Context: an optimization exercise on an open-source flow, tuned for small area, a short achievable clock period and few clock cycles per item. The choices shown serve that exercise and are no tape-out recipe. Only simulation tests tie the RTL to the original design; equivalence was not proved.

`flow/design.v`:
```
`default_nettype none
package piece_pkg;
	typedef logic [2:0] shape_t;
	typedef logic [1:0] ofs_t;
	typedef struct packed {
		logic [2:0] col;
		logic [4:0] row;
	} cell_t;
	typedef cell_t [4-1:0] piece_cells_t;
	localparam logic [63:0] CELL_COL_T = {
		8'b10_01_01_00, 8'b01_01_00_00, 8'b01_00_00_00, 8'b10_01_00_00,
		8'b01_01_01_00, 8'b11_10_01_00, 8'b00_00_00_00, 8'b01_00_01_00};
	localparam logic [63:0] CELL_ROW_T = {
		8'b01_01_00_00, 8'b01_00_10_01, 8'b00_10_01_00, 8'b01_01_01_00,
		8'b10_01_00_10, 8'b00_00_00_00, 8'b11_10_01_00, 8'b01_01_00_00};
	localparam logic [63:0] COL_BOTTOM_T = {
		8'b00_01_00_00, 8'b00_00_00_01, 8'b00_00_00_00, 8'b00_01_01_00,
		8'b00_00_00_10, 8'b00_00_00_00, 8'b00_00_00_00, 8'b00_00_00_00};
	localparam logic [23:0] SHAPE_WIDTH_T = {
		3'd3, 3'd2, 3'd2, 3'd3, 3'd2, 3'd4, 3'd1, 3'd2};
	function automatic logic [1:0] cell_col(input logic [2:0] s, input int i);
		cell_col = CELL_COL_T[(s*4+i)*2 +: 2];
	endfunction
	function automatic logic [1:0] cell_row(input logic [2:0] s, input int i);
		cell_row = CELL_ROW_T[(s*4+i)*2 +: 2];
	endfunction
	function automatic logic [1:0] col_bottom(input logic [2:0] s, input int c);
		col_bottom = COL_BOTTOM_T[(s*4+c)*2 +: 2];
	endfunction
	function automatic logic [2:0] shape_width(input logic [2:0] s);
		shape_width = SHAPE_WIDTH_T[s*3 +: 3];
	endfunction
endpackage
`default_nettype wire
`timescale 1ns/1ps
`default_nettype none
module column_height (
	input logic clk,
	input logic rst_n,
	input logic [16*6-1:0] board,
	output logic [6*5-1:0] heights
);
	logic [6*5-1:0] top;
	always_comb begin
		for (int c = 0; c < 6; c++) begin
			top[c*5 +: 5] = 5'd0;
			for (int r = 1; r <= 16; r++) begin
				if (board[(r-1)*6 + c])
					top[c*5 +: 5] = r;
			end
		end
	end
	always_ff @(posedge clk or negedge rst_n) begin
		if (!rst_n)
			heights <= '0;
		else
			heights <= top;
	end
endmodule
`default_nettype wire
`timescale 1ns/1ps
`default_nettype none
module piece_drop (
	input logic [6*5-1:0] heights,
	input logic [2:0] shape,
	input logic [2:0] position,
	output logic [4*8-1:0] cells
);
	logic [2:0] col;
	logic signed [6:0] cand;
	logic signed [6:0] base;
	always_comb begin
		col = position;
		cand = '0;
		base = '0;
		for (int c = 0; c < 4; c++) begin
			col = position + c;
			if (c < piece_pkg::shape_width(shape)) begin
				cand = $signed({2'b00, heights[col*5 +: 5]})
					- $signed({5'b00000, piece_pkg::col_bottom(shape, c)}) + 7'sd1;
				if (cand > base)
					base = cand;
			end
		end
	end
	always_comb begin
		for (int i = 0; i < 4; i++) begin
			cells[i*8+5 +: 3] = position + {1'b0, piece_pkg::cell_col(shape, i)};
			cells[i*8 +: 5] = base[4:0] + {3'b000, piece_pkg::cell_row(shape, i)};
		end
	end
endmodule
`default_nettype wire
`timescale 1ns/1ps
`default_nettype none
module board_store (
	input logic clk,
	input logic rst_n,
	input logic [4*8-1:0] cells,
	input logic place,
	input logic settle,
	input logic compact,
	input logic game_clear,
	output logic [16*6-1:0] board,
	output logic [2:0] clear_count
);
	logic [16:1] full_rows;
	logic [16:1] kill_mask;
	logic [16*6-1:0] packed_board;
	logic [4:0] dst;
	always_comb begin
		clear_count = '0;
		for (int r = 1; r <= 16; r++) begin
			full_rows[r] = &board[(r-1)*6 +: 6];
			clear_count = clear_count + {2'b00, full_rows[r]};
		end
	end
	always_ff @(posedge clk or negedge rst_n) begin
		if (!rst_n)
			kill_mask <= '0;
		else if (settle)
			kill_mask <= full_rows;
	end
	always_comb begin
		packed_board = '0;
		dst = 5'd1;
		for (int r = 1; r <= 16; r++) begin
			if (!kill_mask[r]) begin
				for (int d = 1; d <= 16; d++)
					if (dst == d)
						packed_board[(d-1)*6 +: 6] =
							board[(r-1)*6 +: 6];
				dst = dst + 5'd1;
			end
		end
	end
	always_ff @(posedge clk or negedge rst_n) begin
		if (!rst_n) begin
			board <= '0;
		end else if (game_clear) begin
			board <= '0;
		end else if (compact) begin
			board <= packed_board;
		end else if (place) begin
			for (int i = 0; i < 4; i++)
				for (int r = 1; r <= 16; r++)
					for (int c = 0; c < 6; c++)
						if (cells[i*8 +: 5] == r && cells[i*8+5 +: 3] == c)
							board[(r-1)*6 + c] <= 1'b1;
		end
	end
endmodule
`default_nettype wire
`timescale 1ns/1ps
`default_nettype none
module tetris_game (
	input logic clk,
	input logic rst_n,
	input logic in_valid,
	input logic [2:0] tetromino,
	input logic [2:0] position,
	output logic score_valid,
	output logic tetris_valid,
	output logic [3:0] score,
	output logic fail,
	output logic [12*6-1:0] tetris
);
	localparam logic [2:0] IDLE = 3'd0, LAND = 3'd1, PLACE = 3'd2, SETTLE = 3'd3,
		CLEAR = 3'd4, REPORT = 3'd5;
	logic [2:0] state, state_nxt;
	logic [2:0] shape_q;
	logic [2:0] pos_q;
	logic [4*8-1:0] cells, cells_q;
	logic [6*5-1:0] heights;
	logic [16*6-1:0] board;
	logic [2:0] clear_count;
	logic [4:0] round_cnt;
	logic [3:0] score_acc;
	logic fail_now, game_clear;
	logic [12*6-1:0] report_tetris;
	logic [3:0] report_score;
	logic report_fail;
	logic report_valid;
	always_comb begin
		state_nxt = state;
		case (state)
			IDLE:    if (in_valid) state_nxt = LAND;
			LAND:    state_nxt = PLACE;
			PLACE:   state_nxt = SETTLE;
			SETTLE:  state_nxt = (clear_count != 3'd0) ? CLEAR : REPORT;
			CLEAR:   state_nxt = REPORT;
			default: state_nxt = IDLE;
		endcase
	end
	always_ff @(posedge clk or negedge rst_n) begin
		if (!rst_n)
			state <= IDLE;
		else
			state <= state_nxt;
	end
	always_ff @(posedge clk) begin
		if (state == IDLE && in_valid) begin
			shape_q <= tetromino;
			pos_q <= position;
		end
		if (state == LAND)
			cells_q <= cells;
	end
	column_height column_height_i (.clk, .rst_n, .board, .heights);
	piece_drop piece_drop_i (.heights, .shape(shape_q), .position(pos_q), .cells);
	board_store board_store_i (
		.clk,
		.rst_n,
		.cells(cells_q),
		.place(state == PLACE),
		.settle(state == SETTLE),
		.compact(state == CLEAR),
		.game_clear,
		.board,
		.clear_count
	);
	assign fail_now = |board[16*6-1:12*6];
	assign game_clear = (state == REPORT)
		&& (fail_now || round_cnt == 5'(16));
	always_ff @(posedge clk or negedge rst_n) begin
		if (!rst_n) begin
			round_cnt <= '0;
			score_acc <= '0;
		end else if (game_clear) begin
			round_cnt <= '0;
			score_acc <= '0;
		end else begin
			if (state == IDLE && in_valid)
				round_cnt <= round_cnt + 5'd1;
			if (state == SETTLE)
				score_acc <= score_acc + {1'b0, clear_count};
		end
	end
	always_ff @(posedge clk or negedge rst_n) begin
		if (!rst_n) begin
			report_tetris <= '0;
			report_score <= '0;
			report_fail <= 1'b0;
			report_valid <= 1'b0;
		end else if (state == REPORT) begin
			report_tetris <= board[12*6-1:0];
			report_score <= score_acc;
			report_fail <= fail_now;
			report_valid <= 1'b1;
		end else begin
			report_tetris <= '0;
			report_score <= '0;
			report_fail <= 1'b0;
			report_valid <= 1'b0;
		end
	end
	assign score_valid = report_valid;
	assign tetris_valid = report_valid;
	assign score = report_score;
	assign fail = report_fail;
	assign tetris = report_tetris;
endmodule
`default_nettype wire
```
`flow/run.sh`:
```
#!/bin/bash
# synth_recipe.tcl (not shown) runs the flow's synth.tcl, then flattens the netlist and writes it again
# the make line also repeats each setting of config.mk as NAME=value (left out here)
make -C /OpenROAD-flow-scripts/flow DESIGN_CONFIG=/design/flow/config.mk WORK_HOME=/design/flow/orfs CLKGATE_MAP_FILE= SYNTH_SCRIPT=/design/flow/synth_recipe.tcl finish
```
`flow/config.mk`:
```
export PLATFORM = sky130hd
export DESIGN_NAME = tetris_game
export DESIGN_NICKNAME = tetris_game
export VERILOG_FILES = /design/flow/design.v
export SDC_FILE = /design/flow/constraint.sdc
export NUM_CORES = 4
export LEC_CHECK = 0
export CAP_MARGIN = 20
export CORE_MARGIN = 2
export CORE_UTILIZATION = 30
export SLEW_MARGIN = 20
```
`flow/constraint.sdc`:
```
create_clock -name core_clock -period 11.0 [get_ports {clk}]
set_input_delay 2.2000 -clock core_clock [delete_from_list [all_inputs] [get_ports {clk}]]
set_output_delay 2.2000 -clock core_clock [all_outputs]
set_load 0.01 [all_outputs]
```
==> impl_metrics.yaml <==
run_status:
  status: "finished clean"
worst_setup_path:
  crit_path_max_incr_delay_ps: 860
  critical_path_arrival_ps: 10980
  regToRegStartpoint: "board_store_i.kill_mask[1]"
  start_kind: "flop"
  crit_top_cell: "ha_1"
  worstReg2RegEnd: "board_store_i.board[0]"
  cpLargestDelayFamily: "adder cells"
  worst-path-buf-inv: 6
  cp-end-kind: "flop"
  cpMaxStageDelayCell: "mux2i_2"
  crit_required_ps: 11470
  reg2reg_depth: 44
  r2r_setup_slack_ps: 490
  startpoint: "board_store_i.kill_mask[1]"
  cp_num_cells: 44
  crit_end: "board_store_i.board[0]"
  path_max_fanout: 15
  crit_type: "flop to flop"
grt:
  overflow: 0
  grt_pass1_wl_mm: 258
  grt_pass1_vias: 34683
  grt_start_max_net_pins: 80
  grt_antenna_before_repair: 12
  grt_use_total_pct: 31.6
synthesis:
  synth_top_family_by_area: "compound AO/OA/AOI/OAI gates"
  synth-simple-area-share_pct: 25.0
  ys.flop_type: "dfrtp_1"
  synth-adder-area-share_pct: 5.63
  synth_mux_area_share_pct: 7.75
  synth_edf_count: 38
  ys_warn_count: 4
  ys_types: 107
  synth_compound_area_share_pct: 30.3
  syn_area_per_cell_um2: 7.51
  synth_xor_xnor_area_share_pct: 3.83
  syn-cell-area_um2: 32700
  yosysSeqAreaShare_pct: 21.2
  ys_ff_latch: 270
  async_reset_ff_share_pct: 85.9
  syn_inst: 4354
  synth_fp_nets: 4498
route:
  routedWlPerCell_um: 32.4
  drc: 0
  drt-pass1-iter-count: 7
  drt_iter0_markers: 7103
  wl_mm: 185
  routed_via_density: 6.72
  ant_nets: 0
  num_vias: 38352
sta:
  slew_headroom_pct: 6.75
  setup_viol: 0
  period_share_pct: 95.5
  worst_slew_pin_slew_ps: 1390
  fin_setup_tns_ps: 0
  whs_ps: 507
  fmax_mhz: 95.2
  clock_skew_ps: 33.3
  finalCriticalPeriod_ps: 10510
  final_max_slew_viol_count: 0
  rsz0062_at_grt: "no"
  report.final.hold_viol_count: 0
clock_tree:
  hold_buffers: 0
  cts_buffers: 35
  clock_path_buffers: 3
  cts_tree: "yes"
  insertion_delay_ps: 570
  cts.htree.levels: 2
  cts.clk_slew.worst_paths_ps: 70
  clkSinkCount: 270
  ctsRootBufferMaster: "clkbuf_16"
floorplan:
  die_x_um: 334
  die-area_um2: 112000
  fp-row-count: 121
  chipHeight_um: 334
  start_util_pct: 30.2
  ios: 88
  core_area_um2: 108000
finish:
  syn2layout_area_growth_pct: 12.6
  nets: 4411
  final_layout_size_suffix_gt1_share_pct: 11.3
hold_path:
  hp-class: "flop to flop"
placement:
  gp_congestion: 1.06
  hpwl_mm: 139
  io_buffers: 87
run:
  cap_violations: 0
[stage by stage]
step	setup slack, ps	std cells	cell area [um2]	utilization (%)
floorplan	92.9	4354	32700	-
global placement	101	5638	35300	32.5
detailed placement	-55.1	5638	35300	32.6
CTS	93.0	5700	36500	33.7
global route	0.313	5706	36800	33.9
finish	492	5711	36800	34.0
[placed cells by master (no fill, tap or decap), types with 15 or more instances in the layout]
cell type        netlist  final
nor2_1               423    418
o21ai_0              204    202
nor2b_1               48     44
a22oi_1              123    123
mux2i_1              127    124
inv_1                117    116
o22ai_1              111    111
mux4_2                16     16
nor3_1               185    180
edfxtp_1              38     38
ha_1                 119    119
nor4_1                34     29
clkdlybuf4s50_1        0     86
a211oi_1              77     77
a21oi_1              285    283
a211o_1               24     23
or3_1                 36     36
o221ai_1              45     45
fa_1                  16     15
dfrtp_1              232    230
a221o_1               38     38
mux2_2                76     76
o31ai_1               37     36
nor3b_1               22     19
nand4_1               37     37
a31oi_1               49     47
xor2_1                22     22
a221oi_1              51     50
buf_4                  5    199
o211ai_1             176    176
clkbuf_16              0     37
nand2b_1              69     66
xnor2_1               50     49
nand3_1              164    164
and3_1                61     61
nand2_1              370    366
and2_1                97     96
nand3b_1              23     23
[routing by layer]
layer	vias up	GRT usage (%)	routed length, um
li1	16212	-	-
met2	3051	46.2	76200
met3	697	8.94	23800
met1	18384	42.2	73400
met4	8	16.1	11600
met5	-	0	218
[synthesized netlist by cell type (69+ instances only)]
library cell	instances	area [um2]
nor2_1	423	1590
nand2_1	370	1390
clkbuf_1	362	1360
a21oi_1	285	1430
dfrtp_1	232	5810
o21ai_0	204	1020
nor3_1	185	926
o211ai_1	176	1320
nand3_1	164	821
mux2i_1	127	1270
a22oi_1	123	923
ha_1	119	1490
inv_1	117	439
o22ai_1	111	694
and2_1	97	607
a211oi_1	77	578
mux2_2	76	856
nand2b_1	69	432
[cells by family after synthesis]
logic type	Yosys count
simple gates	1653
compound gates	1433
buf+inv	535
flops	270
mux	222
fa+ha+maj	138
xor+xnor	101
other cells	2
[how the worst min path moves through the flow]
stage,cells after the start,slack (ps),from,to
final,1,510,score_acc[3],report_score[3]
after global routing,1,540,score_acc[3],report_score[3]
after CTS,2,510,board_store_i.kill_mask[16],board_store_i.kill_mask[16]
after detailed placement,2,500,board_store_i.kill_mask[16],board_store_i.kill_mask[16]
after global placement,2,490,board_store_i.kill_mask[16],board_store_i.kill_mask[16]
after floorplan,0,350,board_store_i.board[91],column_height_i.heights[9]
[flip-flops by register name, indices dropped and copies added (netlist names)]
register and flops:
board_store_i.board 96, shape_q 3, report_valid 1, cells_q 32, report_fail 1, report_score 4, board_store_i.kill_mask 16, report_tetris 72
round_cnt 5, pos_q 3, column_height_i.heights 30, state 3, score_acc 4
[final cells by class]
type / count / area, um2
Clock inverter: 16 / 208
Fill cell: 11462 / 71600
Clock buffer: 46 / 970
Sequential cell: 270 / 6950
Antenna cell: 5 / 12.5
Multi-Input combinational cell: 3549 / 24000
Inverter: 122 / 458
Tap cell: 1414 / 1770
Timing Repair Buffer: 289 / 2400
[what timing repair did]
action / in CTS / in global routing
endpoints found under the hold margin: 0 / 0
setup buffers: 0 / 4
pin swaps: 0 / 2
endpoints found under the setup margin: 18 / 102
resized for setup: 4 / 47
Testbench counts, summed over its fixed seeds: cycles 16,425, pieces 3,200.

[what the ideal ports hide]
Ports are ideal in the flow. The routed layout listed here was re-timed in OpenROAD. Step 1 (the two cells are an assumption about what drives the block):
set clk [get_ports {clk}]
set_driving_cell -lib_cell sky130_fd_sc_hd__clkbuf_16 $clk
set_driving_cell -lib_cell sky130_fd_sc_hd__buf_2 [delete_from_list [all_inputs] $clk]
Step 2 also shifts input and output timing later by t, the mid clock arrival at the registers, as if the neighbouring blocks saw the same clock. a / b / c = no drivers / after step 1 / after step 2; a / b = the first two.
t, ns: 0.612
setup WS [ns]: 0.492 / 0.492 / 0.492
clock arrival spread, ns: 0.033 / 0.034
worst register clock-pin slew, ns: 0.07 / 0.07
cell pins on the clock port's net: 1
After both steps setup and hold are still met in this run. For this run, drivers alone change the setup slack by 0.000 ns; drivers and shift together by 0.000 ns.
